This design comes from an exercise in tuning for small area and few clock cycles per item on the open sky130 flow, not from production work. Where RTL was checked, it was by simulation tests only, not by an equivalence proof against the original.

==> run M: inputs <==
## fpmul_top
module fpmul_top (
	input  logic              clk,
	input  logic              rst,
	input  logic              in_valid,
	input  logic [31:0]       a,
	input  logic [31:0]       b,
	input  logic              out_credit,
	output logic              in_credit,
	output logic              out_valid,
	output logic [31:0]       z,
	output logic [FLAG_W-1:0] flags
);
	logic              is_nan_c;
	logic              invalid_c;
	logic              is_inf_c;
	logic              is_zero_c;
	logic              d_valid;
	logic              sign_p;
	logic              is_nan;
	logic              invalid;
	logic              is_inf;
	logic              is_zero;
	logic signed [9:0] exp_sum;
	logic [FRAC_W-1:0] frac_a;
	logic [FRAC_W-1:0] frac_b;
	logic [47:0]       prod;
	logic [31:0]       w_res;
	logic              rnd_res;
	logic              x_res;
	logic [6:0][33:0]  mem;
	logic [6:0]        wr_oh;       
	logic [6:0]        rd_oh;       
	logic [2:0]        count;       
	logic [2:0]        credits;     
	logic              pop;
	logic              push;
	logic              hold;
	fpmul_decode fpmul_decode_i (
		.a       (a),
		.b       (b),
		.is_nan  (is_nan_c),
		.invalid (invalid_c),
		.is_inf  (is_inf_c),
		.is_zero (is_zero_c)
	);
	assign push = d_valid && (count != 3'd7 || pop);
	assign hold = d_valid && !push;
	always_ff @(posedge clk) begin
		if (rst)
			d_valid <= 1'b0;
		else if (!hold)
			d_valid <= in_valid;
	end
	always_ff @(posedge clk) begin
		if (!hold) begin
			sign_p  <= a[31] ^ b[31];
			is_nan  <= is_nan_c;
			invalid <= invalid_c;
			is_inf  <= is_inf_c;
			is_zero <= is_zero_c;
			exp_sum <= $signed({2'b00, a[30:23]}) + $signed({2'b00, b[30:23]}) - 10'sd127;
			frac_a  <= a[22:0];
			frac_b  <= b[22:0];
		end
	end
	fpmul_execute fpmul_execute_i (
		.frac_a  (frac_a),
		.frac_b  (frac_b),
		.prod    (prod)
	);
	fpmul_result fpmul_result_i (
		.sign_p  (sign_p),
		.prod    (prod),
		.exp_sum (exp_sum),
		.is_nan  (is_nan),
		.invalid (invalid),
		.is_inf  (is_inf),
  ...
export LEC_CHECK = 0
export CAP_MARGIN = 20
export CORE_MARGIN = 2
export CORE_UTILIZATION = 60
export CTS_BUF_LIST = sky130_fd_sc_hd__clkbuf_8
export CTS_CLUSTER_DIAMETER = 60
export CTS_CLUSTER_SIZE = 18
export PLACE_DENSITY = 0.7
export SLEW_MARGIN = 20
export SYNTH_HIERARCHICAL = 1
export SYNTH_MINIMUM_KEEP_SIZE = 0
create_clock -name core_clock -period 9.0 [get_ports {clk}]
standard.sh (not shown) runs the stock make flow with config.mk's settings and CLKGATE_MAP_FILE= SYNTH_SCRIPT=/design/flow/synth_recipe.tcl, a recipe that flattens the netlist after the stock synthesis.
==> flow/flow/run.sh <==
#!/bin/bash
# The standard layout, except that the port buffers are the smallest buffer
# cell instead of the flow's default choice. Every port still gets one.
set -e
export BUFFER_PORTS_ARGS="-buffer_cell sky130_fd_sc_hd__buf_1"
bash standard.sh > standard.log 2>&1
==> inputs of run D, as changes to run M <==
==> flow/run.sh (new file) <==
#!/bin/bash
# synth_recipe.tcl (not shown) runs the flow's synth.tcl, then flattens the netlist and writes it again
# the make line also repeats each setting of config.mk as NAME=value (left out here)
make -C /OpenROAD-flow-scripts/flow DESIGN_CONFIG=/design/flow/config.mk WORK_HOME=/design/flow/orfs CLKGATE_MAP_FILE= SYNTH_SCRIPT=/design/flow/synth_recipe.tcl finish
- CTS_BUF_LIST: sky130_fd_sc_hd__clkbuf_8 -> not set
- CTS_CLUSTER_DIAMETER: 60 -> not set
- CTS_CLUSTER_SIZE: 18 -> not set
removed: flow/flow/run.sh
removed: flow/standard.sh
==> report_table.html <==
<table>
<tr><th>Metric</th><th>Value</th></tr>
<tr><th colspan="2">Global routing</th></tr>
<tr><td>Met2 demand-to-capacity share in global routing</td><td>55.97%</td></tr>
<tr><td>Met1 Resource Use GR</td><td>42.64%</td></tr>
<tr><th colspan="2">Cells and area</th></tr>
<tr><td>Layout cells sized above 1</td><td>7.909%</td></tr>
<tr><td>Multi-input logic portion of the cell area</td><td>55.94%</td></tr>
<tr><th colspan="2">Routing</th></tr>
<tr><td>Detailed-route wire length</td><td>~75 mm</td></tr>
<tr><td>Met2 wirelength from detailed routing</td><td>36.64 mm</td></tr>
<tr><th colspan="2">Worst setup path</th></tr>
<tr><td>Critical Path AT</td><td>8780 ps</td></tr>
<tr><th colspan="2">Worst hold path</th></tr>
<tr><td>Hold_sp</td><td>wr_oh[5]</td></tr>
<tr><th colspan="2">Run status</th></tr>
<tr><td>Result of the run</td><td>timing/DRC/antenna clean</td></tr>
</table>
The numbers above come from run D.

==> report_table.html <==
<table>
<tr><th>Metric</th><th>Value</th></tr>
<tr><th colspan="2">Run status</th></tr>
<tr><td>Result of the run</td><td>timing/DRC/antenna clean</td></tr>
<tr><th colspan="2">Global routing</th></tr>
<tr><td>Met1 Resource Use GR</td><td>42.38%</td></tr>
<tr><th colspan="2">Cells and area</th></tr>
<tr><td>Layout cells sized above 1</td><td>7.428%</td></tr>
<tr><th colspan="2">Routing</th></tr>
<tr><td>Met2 wirelength from detailed routing</td><td>37.01 mm</td></tr>
<tr><td>Detailed-route wire length</td><td>about 75 mm</td></tr>
</table>
The numbers above come from run M.

Testbench counts of run M, summed over its fixed seeds: cycles 4,808, items 4,800.
Testbench counts of run D, summed over its fixed seeds: cycles 4,808, items 4,800.


==> v38: inputs <==
Starting RTL as in the previous note.
export LEC_CHECK = 0
export CAP_MARGIN = 20
export CORE_MARGIN = 2
export CORE_UTILIZATION = 60
export CTS_BUF_LIST = sky130_fd_sc_hd__clkbuf_4
export PLACE_DENSITY = 0.7
export SLEW_MARGIN = 20
export SYNTH_HIERARCHICAL = 1
export SYNTH_MINIMUM_KEEP_SIZE = 0
create_clock -name core_clock -period 9.0 [get_ports {clk}]
==> flow/flow/run.sh <==
#!/bin/bash
# The standard layout, except that the port buffers are the smallest buffer
# cell instead of the flow's default choice. Every port still gets one.
set -e
export BUFFER_PORTS_ARGS="-buffer_cell sky130_fd_sc_hd__buf_1"
bash standard.sh > standard.log 2>&1
==> v23: changes against v38 <==
CTS_BUF_LIST = sky130_fd_sc_hd__clkbuf_8   (was sky130_fd_sc_hd__clkbuf_4)
CTS_CLUSTER_DIAMETER = 50   (was not set)
CTS_CLUSTER_SIZE = 14   (was not set)
==> run_results.csv <==
group,metric,value,unit
sta,setup_ws,0.311,ns
global_routing,met2_use_gr,56.5,%
setup_path,critical-path-slowest-cell,"sky130_fd_sc_hd__o311ai_0",
route,met3RoutedLength,6130,um
run_status,status,"finished clean",
clock_tree,cts.root.buffer_cell,"sky130_fd_sc_hd__clkbuf_4",
setup_path,worst-endpoint-required,9.44,ns
the above is filed under v38

==> run_results.csv <==
group,metric,value,unit
run_status,status,"finished clean",
global_routing,met2_use_gr,55.9,%
sta,setup_ws,0.268,ns
route,met3RoutedLength,6030,um
the above is filed under v23

Testbench counts of v38, summed over its fixed seeds: cycles 4,808, items 4,800.
Testbench counts of v23, summed over its fixed seeds: cycles 4,808, items 4,800.


==> inputs of job 9974 <==
Another version of the RTL of fpmul_top (not shown whole).
==> module fpmul_credit_queue, before the edit <==
module fpmul_credit_queue (
	input  logic [7:0][33:0]  mem,       
	input  logic [3:0]        wr_ptr,
	input  logic [3:0]        rd_ptr,
	input  logic [7:0]        rd_oh,      
	input  logic [2:0]        credits,
	output logic              pop,
	output logic [31:0]       z,
	output logic [FLAG_W-1:0] flags
);
	logic [33:0] head;
	logic        x;
	logic        rnd;
	logic [31:0] w;
	logic [23:0] frac_r;
	logic        e_max;
	logic        e_zero;
	assign pop = (wr_ptr != rd_ptr) && (credits != '0);
	always_comb begin
		head = '0;
		for (int i = 0; i < 8; i++)
			head |= mem[i] & {34{rd_oh[i]}};
	end
	assign w      = head[31:0];
	assign rnd    = head[32];
	assign x      = head[33];
	assign frac_r = {1'b0, w[22:0]} + 24'(rnd);
	assign z[31]    = w[31];
	assign z[30:23] = w[30:23] + 8'(frac_r[23]);
	assign z[22:0]  = (w[30:23] == '0 && !frac_r[23]) ? '0 : frac_r[22:0];
	assign e_max  = &z[30:23];
	assign e_zero = ~|z[30:23];
	always_comb begin
		flags = '0;
		if (e_max && z[22])
			flags[FLAG_INVALID] = x;
		else if (e_max) begin
			flags[FLAG_OVERFLOW] = x;
			flags[FLAG_INEXACT]  = x;
		end else if (e_zero) begin
			flags[FLAG_UNDERFLOW] = x;
			flags[FLAG_INEXACT]   = x;
		end else
			flags[FLAG_INEXACT] = x;
	end
endmodule
==> module fpmul_top, before the edit <==
module fpmul_top (
	input  logic              clk,
	input  logic              rst,
	input  logic              in_valid,
	input  logic [31:0]       a,
	input  logic [31:0]       b,
	input  logic              out_credit,
	output logic              in_credit,
	output logic              out_valid,
	output logic [31:0]       z,
	output logic [FLAG_W-1:0] flags
);
	logic              is_nan_c;
	logic              invalid_c;
	logic              is_inf_c;
	logic              is_zero_c;
	logic              d_valid;
	logic              sign_p;
	logic              is_nan;
	logic              invalid;
	logic              is_inf;
	logic              is_zero;
	logic signed [9:0] exp_sum;
	logic [FRAC_W-1:0] frac_a;
	logic [FRAC_W-1:0] frac_b;
	logic [47:0]       prod;
	logic [31:0]       w_res;
	logic              rnd_res;
	logic              x_res;
	logic [7:0][33:0]  mem;
	logic [3:0]        wr_ptr;      
	logic [3:0]        rd_ptr;
	logic [7:0]        rd_oh;       
	logic [2:0]        credits;     
	logic              pop;
	fpmul_decode fpmul_decode_i (
		.a       (a),
		.b       (b),
		.is_nan  (is_nan_c),
		.invalid (invalid_c),
		.is_inf  (is_inf_c),
		.is_zero (is_zero_c)
	);
	always_ff @(posedge clk) begin
		if (rst)
			d_valid <= 1'b0;
		else
			d_valid <= in_valid;
	end
	always_ff @(posedge clk) begin
		sign_p  <= a[31] ^ b[31];
		is_nan  <= is_nan_c;
		invalid <= invalid_c;
		is_inf  <= is_inf_c;
		is_zero <= is_zero_c;
		exp_sum <= $signed({2'b00, a[30:23]}) + $signed({2'b00, b[30:23]}) - 10'sd127;
		frac_a  <= a[22:0];
		frac_b  <= b[22:0];
	end
	fpmul_execute fpmul_execute_i (
		.frac_a  (frac_a),
		.frac_b  (frac_b),
		.prod    (prod)
	);
	fpmul_result fpmul_result_i (
		.sign_p  (sign_p),
		.prod    (prod),
		.exp_sum (exp_sum),
		.is_nan  (is_nan),
		.invalid (invalid),
		.is_inf  (is_inf),
		.is_zero (is_zero),
		.w       (w_res),
		.rnd     (rnd_res),
		.x       (x_res)
	);
	fpmul_credit_queue fpmul_credit_queue_i (
		.mem     (mem),
		.wr_ptr  (wr_ptr),
		.rd_ptr  (rd_ptr),
		.rd_oh   (rd_oh),
		.credits (credits),
		.pop     (pop),
		.z       (z),
		.flags   (flags)
	);
	assign out_valid = pop;
	assign in_credit = pop;
	always_ff @(posedge clk) begin
		for (int i = 0; i < 8; i++)
			if (d_valid && wr_ptr[2:0] == 3'(i))
				mem[i] <= {x_res, rnd_res, w_res};
	end
	always_ff @(posedge clk) begin
		if (rst) begin
			wr_ptr  <= '0;
			rd_ptr  <= '0;
			rd_oh   <= 8'd1;
			credits <= 3'd4;
		end else begin
			wr_ptr  <= wr_ptr + 4'(d_valid);
			rd_ptr  <= rd_ptr + 4'(pop);
			if (pop)
				rd_oh <= {rd_oh[6:0], rd_oh[7]};
			credits <= credits - 3'(pop) + 3'(out_credit);
		end
	end
endmodule
clock: 9.0 ns
lec_check: 0
cap_margin: 20
core_margin: 2
core_utilization: 60
place_density: 0.7
slew_margin: 20
synth_hierarchical: 1
synth_minimum_keep_size: 0
run.sh (not shown) runs the stock make flow with config.mk's settings and CLKGATE_MAP_FILE= SYNTH_SCRIPT=/design/flow/synth_recipe.tcl, a recipe that flattens the netlist after the stock synthesis.
Stock flow here: none of the scripts above is used.
==> job 3526: changes against job 9974 <==
--- a/flow/design.v
+++ b/flow/design.v
@@ -1729,6 +1729,5 @@
 module fpmul_credit_queue (
-	input  logic [7:0][33:0]  mem,       
-	input  logic [3:0]        wr_ptr,
-	input  logic [3:0]        rd_ptr,
-	input  logic [7:0]        rd_oh,      
+	input  logic [6:0][33:0]  mem,       
+	input  logic [2:0]        count,
+	input  logic [6:0]        rd_oh,      
 	input  logic [2:0]        credits,
@@ -1745,6 +1744,6 @@
 	logic        e_zero;
-	assign pop = (wr_ptr != rd_ptr) && (credits != '0);
+	assign pop = (count != '0) && (credits != '0);
 	always_comb begin
 		head = '0;
-		for (int i = 0; i < 8; i++)
+		for (int i = 0; i < 7; i++)
 			head |= mem[i] & {34{rd_oh[i]}};
@@ -1804,8 +1803,10 @@
 	logic              x_res;
-	logic [7:0][33:0]  mem;
-	logic [3:0]        wr_ptr;      
-	logic [3:0]        rd_ptr;
-	logic [7:0]        rd_oh;       
+	logic [6:0][33:0]  mem;
+	logic [6:0]        wr_oh;       
+	logic [6:0]        rd_oh;       
+	logic [2:0]        count;       
 	logic [2:0]        credits;     
 	logic              pop;
+	logic              push;
+	logic              hold;
 	fpmul_decode fpmul_decode_i (
@@ -1818,2 +1819,4 @@
 	);
+	assign push = d_valid && (count != 3'd7 || pop);
+	assign hold = d_valid && !push;
 	always_ff @(posedge clk) begin
@@ -1821,3 +1824,3 @@
 			d_valid <= 1'b0;
-		else
+		else if (!hold)
 			d_valid <= in_valid;
@@ -1825,10 +1828,12 @@
 	always_ff @(posedge clk) begin
-		sign_p  <= a[31] ^ b[31];
-		is_nan  <= is_nan_c;
-		invalid <= invalid_c;
-		is_inf  <= is_inf_c;
-		is_zero <= is_zero_c;
-		exp_sum <= $signed({2'b00, a[30:23]}) + $signed({2'b00, b[30:23]}) - 10'sd127;
-		frac_a  <= a[22:0];
-		frac_b  <= b[22:0];
+		if (!hold) begin
+			sign_p  <= a[31] ^ b[31];
+			is_nan  <= is_nan_c;
+			invalid <= invalid_c;
+			is_inf  <= is_inf_c;
+			is_zero <= is_zero_c;
+			exp_sum <= $signed({2'b00, a[30:23]}) + $signed({2'b00, b[30:23]}) - 10'sd127;
+			frac_a  <= a[22:0];
+			frac_b  <= b[22:0];
+		end
 	end
@@ -1853,4 +1858,3 @@
 		.mem     (mem),
-		.wr_ptr  (wr_ptr),
-		.rd_ptr  (rd_ptr),
+		.count   (count),
 		.rd_oh   (rd_oh),
@@ -1864,4 +1868,4 @@
 	always_ff @(posedge clk) begin
-		for (int i = 0; i < 8; i++)
-			if (d_valid && wr_ptr[2:0] == 3'(i))
+		for (int i = 0; i < 7; i++)
+			if (push && wr_oh[i])
 				mem[i] <= {x_res, rnd_res, w_res};
@@ -1870,11 +1874,12 @@
 		if (rst) begin
-			wr_ptr  <= '0;
-			rd_ptr  <= '0;
-			rd_oh   <= 8'd1;
+			wr_oh   <= 7'd1;
+			rd_oh   <= 7'd1;
+			count   <= '0;
 			credits <= 3'd4;
 		end else begin
-			wr_ptr  <= wr_ptr + 4'(d_valid);
-			rd_ptr  <= rd_ptr + 4'(pop);
+			if (push)
+				wr_oh <= {wr_oh[5:0], wr_oh[6]};
 			if (pop)
-				rd_oh <= {rd_oh[6:0], rd_oh[7]};
+				rd_oh <= {rd_oh[5:0], rd_oh[6]};
+			count   <= count + 3'(push) - 3'(pop);
 			credits <= credits - 3'(pop) + 3'(out_credit);
--- a/flow/config.mk
+++ b/flow/config.mk
@@ -10,2 +10,3 @@
 export CORE_UTILIZATION = 60
+export CTS_BUF_LIST = sky130_fd_sc_hd__clkbuf_4 sky130_fd_sc_hd__clkbuf_8
 export PLACE_DENSITY = 0.7
==> comparison <==
- Between job 9974 and job 3526, the lower via count is in job 3526 (gap 2.2%, measured against job 3526).
- Between job 3526 and job 9974, the lower cell count is in job 3526 (gap 1.9%, measured against job 9974).
- Against job 9974, the synthesized area of job 3526 is smaller by about 3.3%.
- Fmax: job 3526 is larger than job 9974 (3.9%).
- Against job 9974, the critical path depth of job 3526 is higher by 1.
==> figures <==
|  | job 3526 | job 9974 |
|---|---|---|
| Count of multi-input gates | 1,721 | 1,770 |
| Final setup margin | 635 ps | 308 ps |
| Wire length of the first global-routing pass | 118,000 µm | 121,000 µm |
| Core Box Area | 44,100 µm² | 45,500 µm² |
| Worst slew pin tran | 1060 ps | 1060 ps |
| Largest stage delay on the critical path | 540 ps | 680 ps |
| Clock edge transition at the registers on the reported setup and hold paths | 70 ps | 60 ps |
| Origin of the worst setup path | frac_b[17] | frac_b[11] |
| Placed wire-length estimate after detailed placement | 52,500 µm | 53,500 µm |
| Run status | timing/DRC/antenna clean | timing/DRC/antenna clean |
| Register share of the cell area | 31.3% | 31.5% |
| Post-layout min period | 8360 ps | 8690 ps |
Testbench counts of job 3526, summed over its fixed seeds: cycles 4,808, items 4,800.
For job 9974, only the layout was checked, not whether the RTL still works.

-- re-timing with driven ports --
Ports are ideal in the flow. The routed layouts listed here were re-timed in OpenROAD. Step 1, drivers: a clkbuf_16 drives clk and a buf_2 each remaining input, both assumed. Step 2 times the ports against the registers' clock, not the clock port: input delays grow and output delays shrink by t, the midpoint of the rising clock arrivals with the driver on. Slacks: ideal / step 1 / step 2; pairs: ideal / step 1.
run	t (ns)	slack for setup (ns)	clock arrival spread, ns
run M	0.672	0.273 / 0.273 / 0.273	0.042 / 0.042
run D	0.600	0.477 / 0.477 / 0.477	0.036 / 0.036
v38	0.847	0.311 / 0.311 / 0.311	0.068 / 0.069
v23	0.644	0.268 / 0.268 / 0.268	0.063 / 0.064
job 9974	0.608	0.308 / 0.308 / 0.308	0.043 / 0.042
job 3526	0.687	0.635 / 0.635 / 0.635	0.036 / 0.036
After both steps setup and hold are still met in every run listed.
